This design comes from an exercise in tuning for small area on the open sky130 flow, not from production work.
The RTL was checked by simulation tests, not by an equivalence proof against the original design.
Power and IR drop assume default switching activity.

==> design/flow/design.v <==
package tetris_pkg;
    localparam int NUM_COLS = 10;
    localparam int NUM_ROWS = 15;
    localparam int COL_W    = 4;
    localparam int ROW_W    = 4;
    localparam logic [COL_W-1:0] SPAWN_COL = 4'd5;
    localparam int                 SCORE_W   = 4;
    localparam logic [SCORE_W-1:0] MAX_SCORE = 4'd10;
    typedef enum logic [1:0] {
        PIECE_BAR    = 2'd0,
        PIECE_SKEW   = 2'd1,
        PIECE_SQUARE = 2'd2
    } piece_kind_e;
    typedef struct packed {
        piece_kind_e      kind;
        logic [1:0]       rot;
        logic [COL_W-1:0] col;
        logic [ROW_W-1:0] row;
    } piece_t;
    typedef struct packed {
        logic [COL_W-1:0] col;
        logic [ROW_W-1:0] row;
    } cell_t;
    typedef struct packed {
        cell_t c0;
        cell_t c1;
        cell_t c2;
        cell_t c3;
    } piece_cells_t;
    typedef logic [NUM_COLS-1:0] row_mask_t;
    typedef struct packed {
        logic left;
        logic right;
        logic rotate;
        logic drop;
    } btn_events_t;
endpackage
`timescale 1ns/100ps
module button_conditioner #(
    parameter int DEBOUNCE_CYCLES = 1_000_000
) (
    input  logic                    clk,
    input  logic                    reset,
    input  logic                    btn_left,
    input  logic                    btn_right,
    input  logic                    btn_rotate,
    input  logic                    btn_drop,
    output tetris_pkg::btn_events_t events
);
    localparam int TICK_W = (DEBOUNCE_CYCLES > 1) ? $clog2(DEBOUNCE_CYCLES) : 1;
    logic [3:0]        sync_q1;
    logic [3:0]        sync_q2;
    logic [TICK_W-1:0] tick_cnt;
    logic              tick;
    logic [2:0]        sample;
    logic [2:0]        sample_prev;
    logic [2:0]        press;
    assign tick = (tick_cnt == TICK_W'(DEBOUNCE_CYCLES - 1));
    always_ff @(posedge clk) begin
        if (reset) begin
            sync_q1     <= '0;
            sync_q2     <= '0;
            tick_cnt    <= '0;
            sample      <= '0;
            sample_prev <= '0;
        end else begin
            sync_q1 <= {btn_left, btn_right, btn_rotate, btn_drop};
            sync_q2 <= sync_q1;
            if (tick) begin
                tick_cnt    <= '0;
                sample      <= sync_q2[3:1];
                sample_prev <= sample;
            end else begin
                tick_cnt <= tick_cnt + 1'b1;
            end
        end
    end
    assign press = {3{tick}} & sample & ~sample_prev;
    assign events.left   = press[2];
    assign events.right  = press[1];
    assign events.rotate = press[0];
    assign events.drop   = tick & sync_q2[0];
endmodule
`timescale 1ns/100ps
module piece_cells (
    input  tetris_pkg::piece_t       piece,
    output tetris_pkg::piece_cells_t cells
);
    logic [tetris_pkg::COL_W-1:0] c;
    logic [tetris_pkg::ROW_W-1:0] r;
    assign c = piece.col;
    assign r = piece.row;
    always_comb begin
        cells = {c, r, c, r, c, r, c, r};
        case (piece.kind)
            tetris_pkg::PIECE_BAR: begin
                if (piece.rot[0]) begin
                    cells.c0 = {c, r - 1'b1};
                    cells.c1 = {c, r};
                    cells.c2 = {c, r + 1'b1};
                    cells.c3 = {c, r + 2'd2};
                end else begin
                    cells.c0 = {c - 1'b1, r};
                    cells.c1 = {c, r};
                    cells.c2 = {c + 1'b1, r};
                    cells.c3 = {c + 2'd2, r};
                end
            end
            tetris_pkg::PIECE_SKEW: begin
                if (piece.rot[0]) begin
                    cells.c0 = {c, r - 1'b1};
                    cells.c1 = {c, r};
                    cells.c2 = {c - 1'b1, r};
                    cells.c3 = {c - 1'b1, r + 1'b1};
                end else begin
                    cells.c0 = {c - 1'b1, r};
                    cells.c1 = {c, r};
                    cells.c2 = {c, r + 1'b1};
                    cells.c3 = {c + 1'b1, r + 1'b1};
                end
            end
            tetris_pkg::PIECE_SQUARE: begin
                cells.c0 = {c, r};
                cells.c1 = {c + 1'b1, r};
                cells.c2 = {c, r + 1'b1};
                cells.c3 = {c + 1'b1, r + 1'b1};
            end
            default: begin
                cells = {c, r, c, r, c, r, c, r};
            end
        endcase
    end
endmodule
`timescale 1ns/100ps
module playfield (
    input  logic                           clk,
    input  logic                           reset,
    input  tetris_pkg::piece_t             candidate,
    input  logic                           lock_req,
    input  logic                           clear_req,
    input  logic                           board_clear,
    input  logic [tetris_pkg::ROW_W-1:0]   view_row,
    output logic                           fits,
    output logic [tetris_pkg::SCORE_W-1:0] score,
    output logic                           win,
    output tetris_pkg::row_mask_t          view_locked
);
    tetris_pkg::row_mask_t          board [tetris_pkg::NUM_ROWS];
    tetris_pkg::row_mask_t          compacted [tetris_pkg::NUM_ROWS];
    tetris_pkg::piece_cells_t       cand_cells;
    logic [tetris_pkg::COL_W-1:0]   cell_col [4];
    logic [tetris_pkg::ROW_W-1:0]   cell_row [4];
    logic [3:0]                     cell_in;
    logic [3:0]                     cell_ok;
    logic [tetris_pkg::SCORE_W:0]   rows_cleared;
    logic [tetris_pkg::SCORE_W:0]   score_sum;
    piece_cells u_cand_cells (
        .piece (candidate),
        .cells (cand_cells)
    );
    assign cell_col[0] = cand_cells.c0.col;
    assign cell_row[0] = cand_cells.c0.row;
    assign cell_col[1] = cand_cells.c1.col;
    assign cell_row[1] = cand_cells.c1.row;
    assign cell_col[2] = cand_cells.c2.col;
    assign cell_row[2] = cand_cells.c2.row;
    assign cell_col[3] = cand_cells.c3.col;
    assign cell_row[3] = cand_cells.c3.row;
    always_comb begin
        for (int i = 0; i < 4; i++) begin
            cell_in[i] = (cell_col[i] < tetris_pkg::NUM_COLS) &&
                         (cell_row[i] < tetris_pkg::NUM_ROWS);
            cell_ok[i] = 1'b0;
            if (cell_in[i]) begin
                cell_ok[i] = ~board[cell_row[i]][cell_col[i]];
            end
        end
    end
    assign fits = &cell_ok;
    always_comb begin
        int dst;
        dst = tetris_pkg::NUM_ROWS - 1;
        rows_cleared = '0;
        for (int r = 0; r < tetris_pkg::NUM_ROWS; r++) begin
            compacted[r] = '0;
        end
        for (int src = tetris_pkg::NUM_ROWS - 1; src >= 0; src--) begin
            if (&board[src]) begin
                rows_cleared = rows_cleared + 1'b1;
            end else begin
                compacted[dst] = board[src];
                dst = dst - 1;
            end
        end
    end
    assign score_sum = {1'b0, score} + rows_cleared;
    always_ff @(posedge clk) begin
        if (reset || board_clear) begin
            for (int r = 0; r < tetris_pkg::NUM_ROWS; r++) begin
                board[r] <= '0;
            end
            score <= '0;
        end else if (clear_req) begin
            for (int r = 0; r < tetris_pkg::NUM_ROWS; r++) begin
                board[r] <= compacted[r];
            end
            if (score_sum > tetris_pkg::MAX_SCORE) begin
                score <= tetris_pkg::MAX_SCORE;
            end else begin
                score <= score_sum[tetris_pkg::SCORE_W-1:0];
            end
        end else if (lock_req) begin
            for (int i = 0; i < 4; i++) begin
                if (cell_in[i]) begin
                    board[cell_row[i]][cell_col[i]] <= 1'b1;
                end
            end
        end
    end
    assign win = (score == tetris_pkg::MAX_SCORE);
    assign view_locked = (view_row < tetris_pkg::NUM_ROWS) ? board[view_row] : '0;
endmodule
`timescale 1ns/100ps
module game_control #(
    parameter int GRAVITY_CYCLES = 50_000_000
) (
    input  logic                    clk,
    input  logic                    reset,
    input  tetris_pkg::btn_events_t events,
    input  logic                    fits,
    input  logic                    win,
    output tetris_pkg::piece_t      candidate,
    output logic                    lock_req,
    output logic                    clear_req,
    output logic                    board_clear,
    output tetris_pkg::piece_t      piece,
    output logic                    piece_active
);
    localparam int GRAV_W = (GRAVITY_CYCLES > 1) ? $clog2(GRAVITY_CYCLES) : 1;
    logic [GRAV_W-1:0]       grav_cnt;
    logic                    grav_tick;
    tetris_pkg::piece_kind_e next_kind;
    tetris_pkg::piece_kind_e following_kind;
    logic                    clear_pending;
    logic                    busy;
    logic                    try_spawn;
    logic                    try_move;
    logic                    lock_on_fail;
    logic                    restart;
    assign grav_tick = (grav_cnt == GRAV_W'(GRAVITY_CYCLES - 1));
    always_ff @(posedge clk) begin
        if (reset || grav_tick) begin
            grav_cnt <= '0;
        end else begin
            grav_cnt <= grav_cnt + 1'b1;
        end
    end
    assign busy = lock_req | clear_pending;
    assign clear_req = clear_pending;
    always_comb begin
        candidate    = piece;
        try_spawn    = 1'b0;
        try_move     = 1'b0;
        lock_on_fail = 1'b0;
        if (!win && !busy) begin
            if (!piece_active) begin
                if (grav_tick) begin
                    try_spawn      = 1'b1;
                    candidate.kind = next_kind;
                    candidate.rot  = 2'd0;
                    candidate.col  = tetris_pkg::SPAWN_COL;
                    candidate.row  = '0;
                end
            end else if (grav_tick) begin
                try_move      = 1'b1;
                lock_on_fail  = 1'b1;
                candidate.row = piece.row + 1'b1;
            end else if (events.left) begin
                try_move      = 1'b1;
                candidate.col = piece.col - 1'b1;
            end else if (events.right) begin
                try_move      = 1'b1;
                candidate.col = piece.col + 1'b1;
            end else if (events.rotate) begin
                try_move      = 1'b1;
                candidate.rot = piece.rot + 1'b1;
            end else if (events.drop) begin
                try_move      = 1'b1;
                lock_on_fail  = 1'b1;
                candidate.row = piece.row + 1'b1;
            end
        end
    end
    assign restart     = win & events.rotate & ~busy;
    assign board_clear = restart | (try_spawn & ~fits);
    always_comb begin
        case (next_kind)
            tetris_pkg::PIECE_BAR:  following_kind = tetris_pkg::PIECE_SKEW;
            tetris_pkg::PIECE_SKEW: following_kind = tetris_pkg::PIECE_SQUARE;
            default:                following_kind = tetris_pkg::PIECE_BAR;
        endcase
    end
    always_ff @(posedge clk) begin
        if (reset) begin
            piece.kind    <= tetris_pkg::PIECE_BAR;
            piece.rot     <= 2'd0;
            piece.col     <= tetris_pkg::SPAWN_COL;
            piece.row     <= '0;
            piece_active  <= 1'b0;
            next_kind     <= tetris_pkg::PIECE_BAR;
            lock_req      <= 1'b0;
            clear_pending <= 1'b0;
        end else begin
            lock_req      <= 1'b0;
            clear_pending <= lock_req;
            if (board_clear) begin
                piece_active <= 1'b0;
                next_kind    <= tetris_pkg::PIECE_BAR;
            end else if ((try_spawn || try_move) && fits) begin
                piece <= candidate;
                if (try_spawn) begin
                    piece_active <= 1'b1;
                    next_kind    <= following_kind;
                end
            end else if (try_move && lock_on_fail) begin
                lock_req     <= 1'b1;
                piece_active <= 1'b0;
            end
        end
    end
endmodule
`timescale 1ns/100ps
module row_view (
    input  tetris_pkg::piece_t           piece,
    input  logic                         piece_active,
    input  logic [tetris_pkg::ROW_W-1:0] row_sel,
    output tetris_pkg::row_mask_t        active_row
);
    tetris_pkg::piece_cells_t cells;
    logic [tetris_pkg::COL_W-1:0] cell_col [4];
    logic [tetris_pkg::ROW_W-1:0] cell_row [4];
    piece_cells u_piece_cells (
        .piece (piece),
        .cells (cells)
    );
    assign cell_col[0] = cells.c0.col;
    assign cell_row[0] = cells.c0.row;
    assign cell_col[1] = cells.c1.col;
    assign cell_row[1] = cells.c1.row;
    assign cell_col[2] = cells.c2.col;
    assign cell_row[2] = cells.c2.row;
    assign cell_col[3] = cells.c3.col;
    assign cell_row[3] = cells.c3.row;
    always_comb begin
        active_row = '0;
        for (int i = 0; i < 4; i++) begin
            if (piece_active && (cell_row[i] == row_sel) &&
                (cell_col[i] < tetris_pkg::NUM_COLS)) begin
                active_row[cell_col[i]] = 1'b1;
            end
        end
    end
endmodule
`timescale 1ns/100ps
module score_display #(
    parameter int SCAN_CYCLES = 100_000
) (
    input  logic                           clk,
    input  logic                           reset,
    input  logic [tetris_pkg::SCORE_W-1:0] score,
    output logic [6:0]                     seg,
    output logic [1:0]                     an
);
    localparam int SCAN_W = (SCAN_CYCLES > 1) ? $clog2(SCAN_CYCLES) : 1;
    logic [SCAN_W-1:0] scan_cnt;
    logic              digit_sel;
    logic [3:0]        ones;
    logic [3:0]        tens;
    logic [3:0]        digit;
    always_ff @(posedge clk) begin
        if (reset) begin
            scan_cnt  <= '0;
            digit_sel <= 1'b0;
        end else if (scan_cnt == SCAN_W'(SCAN_CYCLES - 1)) begin
            scan_cnt  <= '0;
            digit_sel <= ~digit_sel;
        end else begin
            scan_cnt <= scan_cnt + 1'b1;
        end
    end
    assign tens  = (score > 4'd9) ? 4'd1 : 4'd0;
    assign ones  = (score > 4'd9) ? (score - 4'd10) : score;
    assign digit = digit_sel ? tens : ones;
    assign an    = digit_sel ? 2'b01 : 2'b10;
    always_comb begin
        case (digit)
            4'd0:    seg = 7'b1000000;
            4'd1:    seg = 7'b1111001;
            4'd2:    seg = 7'b0100100;
            4'd3:    seg = 7'b0110000;
            4'd4:    seg = 7'b0011001;
            4'd5:    seg = 7'b0010010;
            4'd6:    seg = 7'b0000010;
            4'd7:    seg = 7'b1111000;
            4'd8:    seg = 7'b0000000;
            4'd9:    seg = 7'b0010000;
            default: seg = 7'b1111111;
        endcase
    end
endmodule
`timescale 1ns/100ps
module tetris_top #(
    parameter int DEBOUNCE_CYCLES = 4,
    parameter int GRAVITY_CYCLES  = 64,
    parameter int SCAN_CYCLES     = 8
) (
    input  logic                         clk,
    input  logic                         reset,
    input  logic                         btn_left,
    input  logic                         btn_right,
    input  logic                         btn_rotate,
    input  logic                         btn_drop,
    input  logic [tetris_pkg::ROW_W-1:0] row_sel,
    output tetris_pkg::row_mask_t        locked_row,
    output tetris_pkg::row_mask_t        active_row,
    output logic [6:0]                   seg,
    output logic [1:0]                   an,
    output logic                         score_win
);
    tetris_pkg::btn_events_t        events;
    tetris_pkg::piece_t             candidate;
    tetris_pkg::piece_t             piece;
    logic                           piece_active;
    logic                           fits;
    logic                           lock_req;
    logic                           clear_req;
    logic                           board_clear;
    logic [tetris_pkg::SCORE_W-1:0] score;
    button_conditioner #(
        .DEBOUNCE_CYCLES (DEBOUNCE_CYCLES)
    ) u_button_conditioner (
        .clk        (clk),
        .reset      (reset),
        .btn_left   (btn_left),
        .btn_right  (btn_right),
        .btn_rotate (btn_rotate),
        .btn_drop   (btn_drop),
        .events     (events)
    );
    game_control #(
        .GRAVITY_CYCLES (GRAVITY_CYCLES)
    ) u_game_control (
        .clk          (clk),
        .reset        (reset),
        .events       (events),
        .fits         (fits),
        .win          (score_win),
        .candidate    (candidate),
        .lock_req     (lock_req),
        .clear_req    (clear_req),
        .board_clear  (board_clear),
        .piece        (piece),
        .piece_active (piece_active)
    );
    playfield u_playfield (
        .clk         (clk),
        .reset       (reset),
        .candidate   (candidate),
        .lock_req    (lock_req),
        .clear_req   (clear_req),
        .board_clear (board_clear),
        .view_row    (row_sel),
        .fits        (fits),
        .score       (score),
        .win         (score_win),
        .view_locked (locked_row)
    );
    row_view u_row_view (
        .piece        (piece),
        .piece_active (piece_active),
        .row_sel      (row_sel),
        .active_row   (active_row)
    );
    score_display #(
        .SCAN_CYCLES (SCAN_CYCLES)
    ) u_score_display (
        .clk   (clk),
        .reset (reset),
        .score (score),
        .seg   (seg),
        .an    (an)
    );
endmodule
==> design/flow/run.sh <==
#!/bin/bash
# synth_recipe.tcl (not shown) runs the flow's synth.tcl, then flattens the netlist and writes it again
# the make line also repeats each setting of config.mk as NAME=value (left out here)
make -C /OpenROAD-flow-scripts/flow DESIGN_CONFIG=/design/flow/config.mk WORK_HOME=/design/flow/orfs CLKGATE_MAP_FILE= SYNTH_SCRIPT=/design/flow/synth_recipe.tcl finish
==> design/flow/config.mk <==
export PLATFORM = sky130hd
export DESIGN_NAME = tetris_top
export DESIGN_NICKNAME = tetris_top
export VERILOG_FILES = /design/flow/design.v
export SDC_FILE = /design/flow/constraint.sdc
export NUM_CORES = 8
export LEC_CHECK = 0
export CAP_MARGIN = 20
export CORE_MARGIN = 2
export CORE_UTILIZATION = 25
export PLACE_DENSITY = 0.45
export SLEW_MARGIN = 20
==> design/flow/constraint.sdc <==
create_clock -name core_clock -period 15.0 [get_ports {clk}]
set_input_delay 3.0000 -clock core_clock [delete_from_list [all_inputs] [get_ports {clk}]]
set_output_delay 3.0000 -clock core_clock [all_outputs]
set_load 0.01 [all_outputs]
==> flow_summary.toml <==
[final_layout]
design.final.nets = 6502
multi_input_comb_area_mm2 = 0.0378
final_cell_count_no_fill = 8941
drive_gt1_frac = 0.131
final-seq-area_mm2 = 0.00573
layout.core_utilization = 0.278
flow.area_growth_from_synthesis_pct = 10.7
nFillCells = 20500

[pwr]
seq_power_share = 0.333
p_comb_frac = 0.254
cellPowerDensity_mw_per_mm2 = 40.1
power.switching_mw = 0.806
cellInternalPower_mw = 1.26
p_sw_frac = 0.390
pwr-share-clk = 0.413
post-layout-total-power_mw = 2.07
p_leak_nw = 17.7
irDropWorstVdd_uv = 70.7

[logic_synthesis]
yosys-top-cells-area = "edfxtp_1 10%, nand2_1 7.4%, mux4_2 6.0%, a211oi_1 5.4%, nor2_1 5.2%"
postSynthCellCount = 6681
synth.largest_area_cell = "edfxtp_1"
ys_async_sr_fraction = 0
synthMostInstantiatedCell = "nand2_1"
postSynth.topFlopCell = "edfxtp_1"
postSynthRegisterBits = 206
ys_seq_area_frac = 0.123
yosys_warnings = 11
syn-mean-instance-area_um2 = 6.98
synth_top_area_frac = 0.103
synth.top_cells.by_count = "918 x nand2_1, 649 x nor2_1, 557 x clkbuf_1, 351 x nand3_1, 334 x a211oi_1"
post_synth_num_cell_types = 131
synth_edf_count = 160
synthesis.area_mm2 = 0.0466

[global_routing]
grt_start_max_net_pins = 74
grt_usage = 0.383
antenna_found_initial = 39
grt.overflow.total = 0
number_of_global_route_vias_before_repair = 57400
wire_length_of_the_first_global_routing_pass_um = 508000

[worst_setup_path]
worstSetupStartpoint = "u_playfield.board[13][4]"
critical-path-max-stage-delay_ns = 0.92
worstPathRequired_ns = 15.28
worstPathBufferInverterCount = 3
crit-reg2reg-launch = "u_playfield.board[13][4]"
highest_delay_cell_along_the_critical_path = "a21oi_1"
cp-start-kind = "flop"
endpoint_kind = "flop"
crit_path_frequent_cell = "ha_1"
gate_family_responsible_for_the_most_delay_along_the_worst_path = "simple AND/OR/NAND/NOR gates"
critical_path.max_fanout = 13
critical_path_class = "reg -> reg"
critical_path_arrival_ns = 12.64

[clock_tree]
number_of_sinks_handled_by_clock_tree_synthesis = 206
cts-buffers-inserted = 35
cts-hold-fix-buffers = 0
clock_tree.root_cell = "clkbuf_16"
cts_max_path_buffers = 3
postCtsSetupBuffers = 0
ctsHtreeMaxLevel = 2
post_cts_resize_count = 0
clkTransAtPathRegs_ns = 0.06
clkLatencyLatePin_ns = 0.63
clock_tree_from_tritoncts = "built"

[drt]
drt_first_iter_violations = 13600
dr_drc_count = 0
routed_wl_per_cell_um = 43.2
route.vias.total = 64900
via_per_inst = 7.26
detail-route-antenna-nets = 0
route.final.wire_length_um = 386000
dr.pass1.iters = 11

[timing]
achievable-frequency_ghz = 0.0809
hold_viol = 0
rsz0062_at_grt = "no"
setup_tns_ns = 0
timing.slew.headroom = 0.0875
holdWs_ns = 0.426
worstMarginPinSlew_ns = 1.37
worst_clock_skew_ns = 0.0355
finalCritPeriodShare = 0.824
setup_failing_eps_final = 0
final_max_slew_viol_count = 0
finalWorstPathRequiredPeriod_ns = 12.35

[worst_hold_path]
worst_hold_startpoint = "u_button_conditioner.tick_cnt[0]"
hold_class = "reg -> reg"

[die]
floorplan.initialDensity = 0.251
standard_cell_rows = 158
die_area_mm2 = 0.190
fp.dieW_um = 436
die-height_um = 436
io_pins = 40
core_mm2 = 0.185

[place]
place.gp.congestion = 1.10
io_buffer_count = 39
place.detailed.instances = 8829
dp.final_hpwl_um = 277000

[job]
maxCapViolCount = 0

[run_status]
result_of_the_run = "timing/DRC/antenna clean"
-- state kept, by name (all words and copies together) (netlist names) --
register / flops
u_playfield.board: 160
u_game_control.piece: 11
u_game_control.grav_cnt: 6
u_button_conditioner.sync_q1: 4
u_button_conditioner.sync_q2: 4
u_playfield.score: 4
u_button_conditioner.sample: 3
u_button_conditioner.sample_prev: 3
u_score_display.scan_cnt: 3
u_button_conditioner.tick_cnt: 2
u_game_control.next_kind: 2
u_game_control.clear_pending: 1
u_game_control.lock_req: 1
u_game_control.piece_active: 1
u_score_display.digit_sel: 1
-- power by group through the flow --
| stage | clock network (mW) | logic, mW | registers (mW) |
|---|---|---|---|
| 6_report | 0.854 | 0.526 | 0.688 |
| 5_1_grt | 0.863 | 0.507 | 0.685 |
| 4_1_cts | 0.849 | 0.479 | 0.681 |
| 3_5_place_dp | 0 | 0.477 | 0.693 |
| 3_3_place_gp | 0 | 0.480 | 0.692 |
| 2_1_floorplan | 0 | 0.242 | 0.660 |
-- final cells by class --
cell class,count,share of cell area
Multi-Input combinational cell,5607,0.732
Sequential cell,206,0.111
Timing Repair Buffer,427,0.0646
Tap cell,2480,0.0601
Clock buffer,45,0.0183
Inverter,117,0.00868
Clock inverter,17,0.00315
Antenna cell,42,0.00204
-- through the flow --
step | setup WS [ns] | area (um^2)
after floorplan | 5.37 | 46600
after global placement | 3.27 | 50100
after detailed placement | 3.30 | 50200
after CTS | 3.25 | 51300
after global routing | 2.47 | 51500
final | 2.65 | 51600
-- cell usage in the layout (no fill, tap or decap), types with 90 or more instances in the layout --
master,netlist,routed
a211oi_1,334,322
nand3_1,351,351
nor2_1,649,639
mux4_2,124,124
o21ai_0,291,291
o211ai_1,247,247
edfxtp_1,160,160
inv_1,105,105
nand2_1,918,918
ha_1,96,96
a21oi_1,329,328
nor3_1,199,183
mux2i_1,217,216
o22ai_1,211,211
o221ai_1,107,106
buf_4,22,375
a221oi_1,91,90
-- layer usage --
layer | vias to the layer above | wire length, um | track usage
met1 | 31600 | 143000 | 0.481
met5 | - | 397 | 0.0101
met2 | 6304 | 148000 | 0.517
met3 | 1651 | 58800 | 0.158
met4 | 16 | 35800 | 0.283
li1 | 25300 | - | -
-- cells by family (layout without fill, tap and decap cells) --
group	after synthesis	in the layout	share of synthesized area
buffers and inverters	877	606	0.0773
adders and majority gates	100	100	0.0271
other	1	52	0.0000805
and+or+nand+nor	2604	2604	0.259
DFF	206	206	0.123
AOI/OAI and AO/OA	2378	2378	0.368
xor gates and xnor gates	136	136	0.0292
muxes	379	379	0.116
-- worst reg2reg max path, delay by kind of cell (launching register included) --
kind | cells | cell delay, ns
DFF | 1 | 0.59
adders and majority gates | 8 | 2.76
and+or+nand+nor | 16 | 4.50
AOI/OAI and AO/OA | 12 | 3.89
buffers and inverters | 3 | 0.32
-- path summary, 6_finish.rpt --
check	to	slack (ns)	cells after the start
min	u_button_conditioner.tick_cnt[0]	0.43	1
min reg2reg	u_button_conditioner.tick_cnt[0]	0.43	1
max reg2reg	u_playfield.board[13][2]	2.65	39
max	u_playfield.board[13][2]	2.65	39

==> static timing again, ports no longer ideal <==
The results above use ideal ports. As a check the final layout listed here was re-extracted and re-timed, cells and wires unchanged. Step 1 assumes that a clkbuf_16 drives the clock port and a buf_2 every other input. Step 2 adds t to the input delays and takes it off the output delays; t is the mean of the earliest and latest rising clock arrival at the registers after step 1. Input paths then give back, and output paths get back, about the clock's delay inside the block. Three values: no drivers, after step 1, after step 2; two values: the first two.
t (ns): 0.698
setup slack, ns: 2.646 / 2.646 / 2.646
worst setup path after step 2: register to register
latest minus earliest clock arrival (ns): 0.035 / 0.036
After both steps this run still meets setup and hold. The setup slack of this run moves by 0.000 ns with the drivers and by 0.000 ns with both steps.
